Source: an optimization exercise on an open RTL-to-GDS flow (aim: small area). Production flows keep margins and buffers that such runs may drop. At most, simulation tests tie the RTL to the original design; equivalence was not proved. Power and IR drop assume default switching activity.

==> v7 <==
// ret_core
module ret_core (
    input  wire         clk,
    input  wire         rst_n,
    input  wire         op_strobe,
    input  wire   [7:0] opcode,
    input  wire   [3:0] flags,
    input  wire         push_strobe,
    input  wire  [15:0] push_data,
    output logic [15:0] pc,
    output logic [15:0] sp,
    output logic        busy,
    output logic        done,
    output logic        taken
);
==> module ret_core, before the edit <==
module ret_core (
    input  wire         clk,
    input  wire         rst_n,
    input  wire         op_strobe,
    input  wire   [7:0] opcode,
    input  wire   [3:0] flags,
    input  wire         push_strobe,
    input  wire  [15:0] push_data,
    output logic [15:0] pc,
    output logic [15:0] sp,
    output logic        busy,
    output logic        done,
    output logic        taken
);
    localparam int NW = 128;
    logic [14:0] spw;        
    logic        t;          
    logic  [2:0] c;          
    logic        accept;
    logic        push_ok;
    logic        cc_true;
    logic        end_nt;     
    logic        ld_lo;      
    logic        ld_hi;      
    logic        fin;
    assign accept  = op_strobe && !busy && (opcode[7:6] == 2'b11) && (opcode[2:0] == 3'b000);
    assign push_ok = push_strobe && !busy;
    assign cc_true = (flags[opcode[5:4]] == opcode[3]);
    assign end_nt = busy && !t && (c == 3'd1);
    assign ld_lo  = busy && (c == 3'd4);
    assign ld_hi  = busy && (c == 3'd7);
    assign fin    = end_nt || ld_hi;
    always_ff @(posedge clk or negedge rst_n) begin
        if (!rst_n) begin
            busy <= 1'b0;
            done <= 1'b0;
        end else begin
            done <= fin;
            if (accept) begin
                busy <= 1'b1;
            end else if (fin) begin
                busy <= 1'b0;
            end
        end
    end
    always_ff @(posedge clk) begin
        if (busy && !end_nt) begin
            c <= c + 3'd1;
        end else begin
            c <= 3'd0;
        end
        if (accept) begin
            t <= cc_true;
        end
    end
    assign taken = done && t;
    logic [15:0] rd_word;
    always_ff @(posedge clk or negedge rst_n) begin
        if (!rst_n) begin
            spw <= 15'h0080;
            pc  <= 16'h0000;
        end else begin
            if (push_ok) begin
                spw <= spw - 15'd1;
            end else if (ld_hi) begin
                spw <= spw + 15'd1;
            end
            if (ld_lo) begin
                pc[7:0] <= rd_word[7:0];
            end
            if (ld_hi) begin
                pc[15:8] <= rd_word[15:8];
            end
        end
    end
    assign sp = {spw, busy && c[2] && (c[1] || c[0])};
    logic [NW-1:0]    rsel;
    logic [NW-1:0]    wsel;
    logic [NW*16-1:0] mem;
    always_comb begin
        for (int i = 0; i < NW; i++) begin
            rsel[i] = (spw[6:0] == 7'(i));
        end
        for (int i = 0; i < NW; i++) begin
            wsel[i] = push_ok && rsel[(i + 1) % NW];
        end
    end
    always_ff @(posedge clk) begin
        for (int i = 0; i < NW; i++) begin
            if (wsel[i]) begin
                mem[i*16 +: 16] <= push_data;
            end
        end
    end
    always_comb begin
        rd_word = '1;
        for (int i = 0; i < NW; i++) begin
            rd_word = rd_word & (mem[i*16 +: 16] | {16{!rsel[i]}});
        end
    end
endmodule
clock: 5.0 ns
lec_check: 0
cap_margin: 20
core_margin: 2
core_utilization: 55
slew_margin: 20
standard.sh (not shown) runs the stock make flow with config.mk's settings and CLKGATE_MAP_FILE= SYNTH_SCRIPT=/design/flow/synth_recipe.tcl, a recipe that flattens the netlist after the stock synthesis.
==> flow/flow/run.sh <==
#!/bin/bash
# Layout flow: the standard flow (standard.sh), unchanged except for the
# clock tree: clkbuf_4 leaf buffers on clusters of at most 10 sinks within
# 40 um, and no dummy loads. The clock still reaches every register through
# buffers from the clock port.
set -euo pipefail
export CTS_ARGS="-sink_clustering_enable -repair_clock_nets -sink_clustering_size 10 -sink_clustering_max_diameter 40 -buf_list sky130_fd_sc_hd__clkbuf_4 -dont_use_dummy_load"
bash standard.sh > standard.log 2>&1
==> v21: changes against v7 <==
--- a/flow/design.v
+++ b/flow/design.v
@@ -126,5 +126,25 @@
     logic [NW-1:0]    rsel;
     logic [NW-1:0]    wsel;
+    logic [NW-1:0]    keep;
     logic [NW*16-1:0] mem;
+    logic       busy_n;
+    logic [6:0] spw_n;
+    always_ff @(posedge clk or negedge rst_n) begin
+        if (!rst_n) begin
+            busy_n <= 1'b1;
+            spw_n  <= ~7'h00;
+        end else begin
+            if (accept) begin
+                busy_n <= 1'b0;
+            end else if (fin) begin
+                busy_n <= 1'b1;
+            end
+            if (push_strobe && busy_n) begin
+                spw_n <= spw_n + 7'd1;
+            end else if (ld_hi) begin
+                spw_n <= spw_n - 7'd1;
+            end
+        end
+    end
     always_comb begin
         for (int i = 0; i < NW; i++) begin
@@ -133,11 +153,10 @@
         for (int i = 0; i < NW; i++) begin
             wsel[i] = push_ok && rsel[(i + 1) % NW];
+            keep[i] = !(push_strobe && busy_n && (spw_n == ~7'((i + 1) % NW)));
         end
     end
     always_ff @(posedge clk) begin
         for (int i = 0; i < NW; i++) begin
-            if (wsel[i]) begin
-                mem[i*16 +: 16] <= push_data;
-            end
+            mem[i*16 +: 16] <= (mem[i*16 +: 16] & {16{keep[i]}}) | (push_data & {16{wsel[i]}});
         end
     end
==> flow/run.sh (new file) <==
#!/bin/bash
# synth_recipe.tcl (not shown) runs the flow's synth.tcl, then flattens the netlist and writes it again
# the make line also repeats each setting of config.mk as NAME=value (left out here)
make -C /OpenROAD-flow-scripts/flow DESIGN_CONFIG=/design/flow/config.mk WORK_HOME=/design/flow/orfs CLKGATE_MAP_FILE= SYNTH_SCRIPT=/design/flow/synth_recipe.tcl finish
Settings changed: CORE_UTILIZATION 55 to 52, CTS_BUF_LIST set to sky130_fd_sc_hd__clkbuf_4, CTS_CLUSTER_DIAMETER set to 80, CTS_CLUSTER_SIZE set to 24, GPL_TIMING_DRIVEN set to 0.
removed: flow/flow/run.sh
removed: flow/standard.sh
==> v33: changes against v7 <==
==> flow/flow/run.sh (replaced) <==
#!/bin/bash
# Layout flow: the standard flow (standard.sh), unchanged except for the
# clock tree: clkbuf_4 leaf buffers on clusters of at most 8 sinks within
# 35 um, and no dummy loads. The clock still reaches every register through
# buffers from the clock port.
set -euo pipefail
export CTS_ARGS="-sink_clustering_enable -repair_clock_nets -sink_clustering_size 8 -sink_clustering_max_diameter 35 -buf_list sky130_fd_sc_hd__clkbuf_4 -dont_use_dummy_load"
bash standard.sh > standard.log 2>&1
Settings changed: SETUP_SLACK_MARGIN set to 0.3.
==> summary.md <==
| Metric | Value |
|---|---|
| Largest Register | `mem` |
| Flop pwr share | `52.7%` |
| CP max stage cell | `nor4_1` |
| Status | `finished clean` |
| Critical Path Start | `spw[0]` |
| Crit path setup slack, layout | `0.1666 ns` |
| Final non-clock buffer share | `5.515%` |
| Top flop regs | `mem: 2048 flops, pc: 16 flops, spw: 15 flops` |
| Combinational power share | `25.1%` |
That was v7.
==> summary.md <==
| Metric | Value |
|---|---|
| Flop pwr share | `51.5%` |
| Setup Viol. Count Final | `2` |
| Int Pwr | `25180 uW` |
| Final clock-cell share | `3.170%` |
| Violated Checks | `negative setup slack` |
| Biggest Area Class | `registers` |
| Critical Path Start | `spw[0]` |
| Largest Register | `mem` |
| Combinational power share | `24.5%` |
| Crit path setup slack, layout | `-0.04549 ns` |
| Gr ovfl total | `0` |
| Top flop regs | `mem: 2048 flops, pc: 16 flops, spw: 15 flops` |
| Highest metal used | `met5` |
| CP max stage cell | `nor4_1` |
| Status | `complete, but fails checks` |
That was v33.
==> summary.md <==
| Metric | Value |
|---|---|
| CTS Hold Bufs | `1` |
| Root Driver | `clkbuf_4` |
| Tool error | `[ERROR GRT-0116] Global routing finished with congestion. Check the congestion regions in the DRC Viewer.` |
| GR met2 Demand/Resource | `94.74%` |
| Clk sink count | `2093` |
| Mapped Cells | `7278` |
| Post-Syn Area per Cell | `10.63 um2` |
| Die X | `389.6 um` |
| Fail Step | `global routing` |
| Post-synth EDFFs | `1` |
| Number of global-route vias before repair | `89250` |
| Cell Area, Placed | `0.08159 mm2` |
| Status | `aborted with a tool error` |
| Total CTS buffers | `108` |
| Synth top area cells | `dfxtp_1 (53%), a22o_1 (23%), o22ai_1 (7.5%)` |
| Fraction of the mapped netlist area in adder cells | `0.3818%` |
That was v21.
For v21, only the layout was checked, not whether the RTL still works.


==> inputs of run Z <==
==> flow/design.v <==
`default_nettype none
package cpu_pkg;
    typedef struct packed {
        logic [1:0] x;
        logic [2:0] y;
        logic [2:0] z;
    } opcode_fields_t;
    typedef struct packed {
        logic [1:0] prefix;
        logic [1:0] cc_group;    
        logic       cc_sense;    
        logic [2:0] low;
    } opcode_cond_t;
    typedef union packed {
        opcode_fields_t f;
        opcode_cond_t   c;
    } opcode_u;
    localparam logic [1:0] OP_X_RETCC = 2'd3;
    localparam logic [2:0] OP_Z_RETCC = 3'd0;
    localparam int FLAG_Z  = 0;
    localparam int FLAG_C  = 1;
    localparam int FLAG_PV = 2;
    localparam int FLAG_S  = 3;
    localparam logic [1:0] CC_GROUP_Z  = 2'd0;
    localparam logic [1:0] CC_GROUP_C  = 2'd1;
    localparam logic [1:0] CC_GROUP_PV = 2'd2;
    localparam logic [1:0] CC_GROUP_S  = 2'd3;
    localparam logic [15:0] SP_RESET    = 16'h0100;
    localparam logic [15:0] PC_RESET    = 16'h0000;
    localparam int          STACK_DEPTH = 256;
    localparam int          STACK_AW    = $clog2(STACK_DEPTH);
endpackage
`default_nettype wire
`default_nettype none
package seq_pkg;
    localparam int XPT_W = 4;
    localparam logic [XPT_W-1:0] XPT_IDLE  = 4'd0;
    localparam logic [XPT_W-1:0] XPT_FIRST = 4'd4;    
    localparam logic [XPT_W-1:0] XPT_LOW_ADDR  = 4'd5;
    localparam logic [XPT_W-1:0] XPT_LOW_READ  = 4'd6;
    localparam logic [XPT_W-1:0] XPT_LOW_WRITE = 4'd7;
    localparam logic [XPT_W-1:0] XPT_HIGH_ADDR  = 4'd8;
    localparam logic [XPT_W-1:0] XPT_HIGH_READ  = 4'd9;
    localparam logic [XPT_W-1:0] XPT_HIGH_WRITE = 4'd10;
    localparam logic [XPT_W-1:0] XPT_LAST = XPT_HIGH_WRITE;
endpackage
`default_nettype wire
`timescale 1ns/1ps
`default_nettype none
module ret_core (
    input  wire         clk,
    input  wire         rst_n,
    input  wire         op_strobe,
    input  wire   [7:0] opcode,
    input  wire   [3:0] flags,
    input  wire         push_strobe,
    input  wire  [15:0] push_data,
    output logic [15:0] pc,
    output logic [15:0] sp,
    output logic        busy,
    output logic        done,
    output logic        taken
);
    localparam int NW = 128;
    logic [14:0] spw;        
    logic        t;          
    logic  [2:0] c;          
    logic        accept;
    logic        push_ok;
    logic        cc_true;
    logic        end_nt;     
    logic        ld_lo;      
    logic        ld_hi;      
    logic        fin;
    assign accept  = op_strobe && !busy && (opcode[7:6] == 2'b11) && (opcode[2:0] == 3'b000);
    assign push_ok = push_strobe && !busy;
    assign cc_true = (flags[opcode[5:4]] == opcode[3]);
    assign end_nt = busy && !t && (c == 3'd1);
    assign ld_lo  = busy && (c == 3'd4);
    assign ld_hi  = busy && (c == 3'd7);
    assign fin    = end_nt || ld_hi;
    always_ff @(posedge clk or negedge rst_n) begin
        if (!rst_n) begin
            busy <= 1'b0;
            done <= 1'b0;
        end else begin
            done <= fin;
            if (accept) begin
                busy <= 1'b1;
            end else if (fin) begin
                busy <= 1'b0;
            end
        end
    end
    always_ff @(posedge clk) begin
        if (busy && !end_nt) begin
            c <= c + 3'd1;
        end else begin
            c <= 3'd0;
        end
        if (accept) begin
            t <= cc_true;
        end
    end
    assign taken = done && t;
    logic [15:0] rd_word;
    always_ff @(posedge clk or negedge rst_n) begin
        if (!rst_n) begin
            spw <= 15'h0080;
            pc  <= 16'h0000;
        end else begin
            if (push_ok) begin
                spw <= spw - 15'd1;
            end else if (ld_hi) begin
                spw <= spw + 15'd1;
            end
            if (ld_lo) begin
                pc[7:0] <= rd_word[7:0];
            end
            if (ld_hi) begin
                pc[15:8] <= rd_word[15:8];
            end
        end
    end
    assign sp = {spw, busy && c[2] && (c[1] || c[0])};
    logic [NW-1:0]    rsel;
    logic [NW-1:0]    wsel;
    logic [NW*16-1:0] mem;
    always_comb begin
        for (int i = 0; i < NW; i++) begin
            rsel[i] = (spw[6:0] == 7'(i));
        end
        for (int i = 0; i < NW; i++) begin
            wsel[i] = push_ok && rsel[(i + 1) % NW];
        end
    end
    always_ff @(posedge clk) begin
        for (int i = 0; i < NW; i++) begin
            if (wsel[i]) begin
                mem[i*16 +: 16] <= push_data;
            end
        end
    end
    always_comb begin
        rd_word = '1;
        for (int i = 0; i < NW; i++) begin
            rd_word = rd_word & (mem[i*16 +: 16] | {16{!rsel[i]}});
        end
    end
endmodule
`default_nettype wire
==> flow/flow/run.sh <==
#!/bin/bash
# Layout flow: the standard flow (standard.sh), unchanged except for the
# clock tree: clkbuf_4 leaf buffers on clusters of at most 10 sinks within
# 40 um, and no dummy loads. The clock still reaches every register through
# buffers from the clock port. After global routing, gates on paths with
# positive slack are downsized (ORFS RECOVER_POWER).
set -euo pipefail
export CTS_ARGS="-sink_clustering_enable -repair_clock_nets -sink_clustering_size 10 -sink_clustering_max_diameter 40 -buf_list sky130_fd_sc_hd__clkbuf_4 -dont_use_dummy_load"
export RECOVER_POWER=100
bash standard.sh > standard.log 2>&1
==> flow/standard.sh <==
#!/bin/bash
# synth_recipe.tcl (not shown) runs the flow's synth.tcl, then flattens the netlist and writes it again
# the make line also repeats each setting of config.mk as NAME=value (left out here)
make -C /OpenROAD-flow-scripts/flow DESIGN_CONFIG=/design/flow/config.mk WORK_HOME=/design/flow/orfs CLKGATE_MAP_FILE= SYNTH_SCRIPT=/design/flow/synth_recipe.tcl "${@:-finish}"
==> flow/config.mk <==
export PLATFORM = sky130hd
export DESIGN_NAME = ret_core
export DESIGN_NICKNAME = ret_core
export VERILOG_FILES = /design/flow/design.v
export SDC_FILE = /design/flow/constraint.sdc
export NUM_CORES = 4
export LEC_CHECK = 0
export CAP_MARGIN = 20
export CORE_MARGIN = 2
export CORE_UTILIZATION = 55
export SETUP_SLACK_MARGIN = 0.2
export SLEW_MARGIN = 20
==> flow/constraint.sdc <==
create_clock -name core_clock -period 5.0 [get_ports {clk}]
set_input_delay 1.0000 -clock core_clock [delete_from_list [all_inputs] [get_ports {clk}]]
set_output_delay 1.0000 -clock core_clock [all_outputs]
set_load 0.01 [all_outputs]
==> run P: changes against run Z <==
--- a/flow/design.v
+++ b/flow/design.v
@@ -126,5 +126,25 @@
     logic [NW-1:0]    rsel;
     logic [NW-1:0]    wsel;
+    logic [NW-1:0]    keep;
     logic [NW*16-1:0] mem;
+    logic       busy_n;
+    logic [6:0] spw_n;
+    always_ff @(posedge clk or negedge rst_n) begin
+        if (!rst_n) begin
+            busy_n <= 1'b1;
+            spw_n  <= ~7'h00;
+        end else begin
+            if (accept) begin
+                busy_n <= 1'b0;
+            end else if (fin) begin
+                busy_n <= 1'b1;
+            end
+            if (push_strobe && busy_n) begin
+                spw_n <= spw_n + 7'd1;
+            end else if (ld_hi) begin
+                spw_n <= spw_n - 7'd1;
+            end
+        end
+    end
     always_comb begin
         for (int i = 0; i < NW; i++) begin
@@ -133,11 +153,10 @@
         for (int i = 0; i < NW; i++) begin
             wsel[i] = push_ok && rsel[(i + 1) % NW];
+            keep[i] = !(push_strobe && busy_n && (spw_n == ~7'((i + 1) % NW)));
         end
     end
     always_ff @(posedge clk) begin
         for (int i = 0; i < NW; i++) begin
-            if (wsel[i]) begin
-                mem[i*16 +: 16] <= push_data;
-            end
+            mem[i*16 +: 16] <= (mem[i*16 +: 16] & {16{keep[i]}}) | (push_data & {16{wsel[i]}});
         end
     end
==> flow/run.sh (new file) <==
#!/bin/bash
# synth_recipe.tcl (not shown) runs the flow's synth.tcl, then flattens the netlist and writes it again
# the make line also repeats each setting of config.mk as NAME=value (left out here)
make -C /OpenROAD-flow-scripts/flow DESIGN_CONFIG=/design/flow/config.mk WORK_HOME=/design/flow/orfs CLKGATE_MAP_FILE= SYNTH_SCRIPT=/design/flow/synth_recipe.tcl finish
--- a/flow/config.mk
+++ b/flow/config.mk
@@ -8,5 +8,8 @@
 export CAP_MARGIN = 20
 export CORE_MARGIN = 2
-export CORE_UTILIZATION = 55
-export SETUP_SLACK_MARGIN = 0.2
+export CORE_UTILIZATION = 60
+export CTS_BUF_LIST = sky130_fd_sc_hd__clkbuf_4
+export CTS_CLUSTER_DIAMETER = 80
+export CTS_CLUSTER_SIZE = 24
+export GPL_TIMING_DRIVEN = 0
 export SLEW_MARGIN = 20
removed: flow/flow/run.sh
removed: flow/standard.sh
==> run H: changes against run Z <==
==> flow/flow/run.sh (replaced) <==
#!/bin/bash
# Layout flow: the standard flow (standard.sh), unchanged except for the
# clock tree: clkbuf_4 leaf buffers on clusters of at most 8 sinks within
# 35 um, and no dummy loads. The clock still reaches every register through
# buffers from the clock port.
set -euo pipefail
export CTS_ARGS="-sink_clustering_enable -repair_clock_nets -sink_clustering_size 8 -sink_clustering_max_diameter 35 -buf_list sky130_fd_sc_hd__clkbuf_4 -dont_use_dummy_load"
bash standard.sh > standard.log 2>&1
--- a/flow/config.mk
+++ b/flow/config.mk
@@ -9,4 +9,3 @@
 export CORE_MARGIN = 2
 export CORE_UTILIZATION = 55
-export SETUP_SLACK_MARGIN = 0.2
 export SLEW_MARGIN = 20
==> summary.txt <==
| metric | run Z | run P | run H |
|---|---|---|---|
| Status | complete, but fails checks | did not finish | complete, but fails checks |
| Last stage reached | - | 5_1_grt | - |
| Violated checks | capacitance limit, slew limit, setup timing | - | setup timing |
| Net switching power | 13.2 mW | - | 13.5 mW |
| Reg2reg setup slack | -0.32 ns | - | -0.05 ns |
| Area fraction of the dominant cell type after synthesis | 0.800 | 0.531 | 0.800 |
| Iteration-0 DRC Markers | 13075 | - | 13459 |
| Critical register-to-register path endpoint | mem[1751] | - | pc[5] |
| Power attributed to the clock group | 8.40 mW | - | 9.24 mW |
| DP Cell Count | 6642 | 9024 | 6642 |
| Average cell area after synthesis | 17.1 um2 | 10.6 um2 | 17.1 um2 |
| Power in sequential cells | 19.9 mW | - | 19.9 mW |
| Crit path DAT | 6.33 ns | - | 6.39 ns |
| Area share of and/or/nand/nor cells after synthesis | 0.0532 | 0.0624 | 0.0532 |
| Routed wirelength normalized by instance count | 57.2 um | - | 56.6 um |
| Layout buffering overhead excluding clock cells | 0.0455 | - | 0.0546 |
| Most common cell after layout, fill and taps aside | edfxtp_1 | - | edfxtp_1 |
| Vertical die dimension | 378 um | 363 um | 378 um |
| Worst Setup Path Type | flip-flop to flip-flop | - | flip-flop to flip-flop |
| Clock tree from TritonCTS | done | - | done |
| Critical Path Sink | mem[1751] | - | pc[5] |
| Final Power | 37.6 mW | - | 38.6 mW |
| Total number of nets in the final design | 5112 | - | 5184 |
| CP Max Fanout | 21 | - | 22 |
| Peak clock frequency supported by timing | 0.188 GHz | - | 0.198 GHz |
| Via-to-Cell Ratio | 8.28 | - | 8.23 |
| Final weighted congestion in routability-driven placement | 1.13 | 1.55 | 1.13 |
| Layout overhead on the synthesized area | 9.48% | - | 11.8% |
| Seq/Total Area, Yosys | 0.812 | 0.545 | 0.812 |
Function not checked in run P: the RTL went through the layout flow alone.

static timing again, ports no longer ideal:
How much do the figures lean on ideal ports? The routed layouts below were timed once more, with nothing changed but the port constraints.
Step 1 assumes that a clkbuf_16 drives the clock port and a buf_2 every other input.
Step 2 adds t to the input delays and takes it off the output delays; t is the mean of the earliest and latest rising clock arrival at the registers after step 1. Input paths then give back, and output paths get back, about the clock's delay inside the block.
Three values: no drivers, after step 1, after step 2; two values: the first two.
run	shift t [ns]	setup slack, ns	hold slack, ns	slew at the worst register clock pin (ns)	pins driven straight from the clock port
v7	1.429	0.167 / 0.167 / 0.167	0.173 / 0.110 / 0.517	0.12 / 0.12	1
v33	1.462	-0.045 / -0.045 / -0.045	0.163 / 0.099 / 0.515	0.11 / 0.11	1
run Z	1.424	-0.324 / -0.324 / -1.173	0.428 / 0.377 / 0.512	0.12 / 0.12	1
run H	1.462	-0.045 / -0.045 / -0.045	0.163 / 0.099 / 0.515	0.11 / 0.11	1
The setup slack of run Z, which loses most, moves by 0.000 ns with the drivers and by -0.849 ns with both steps.
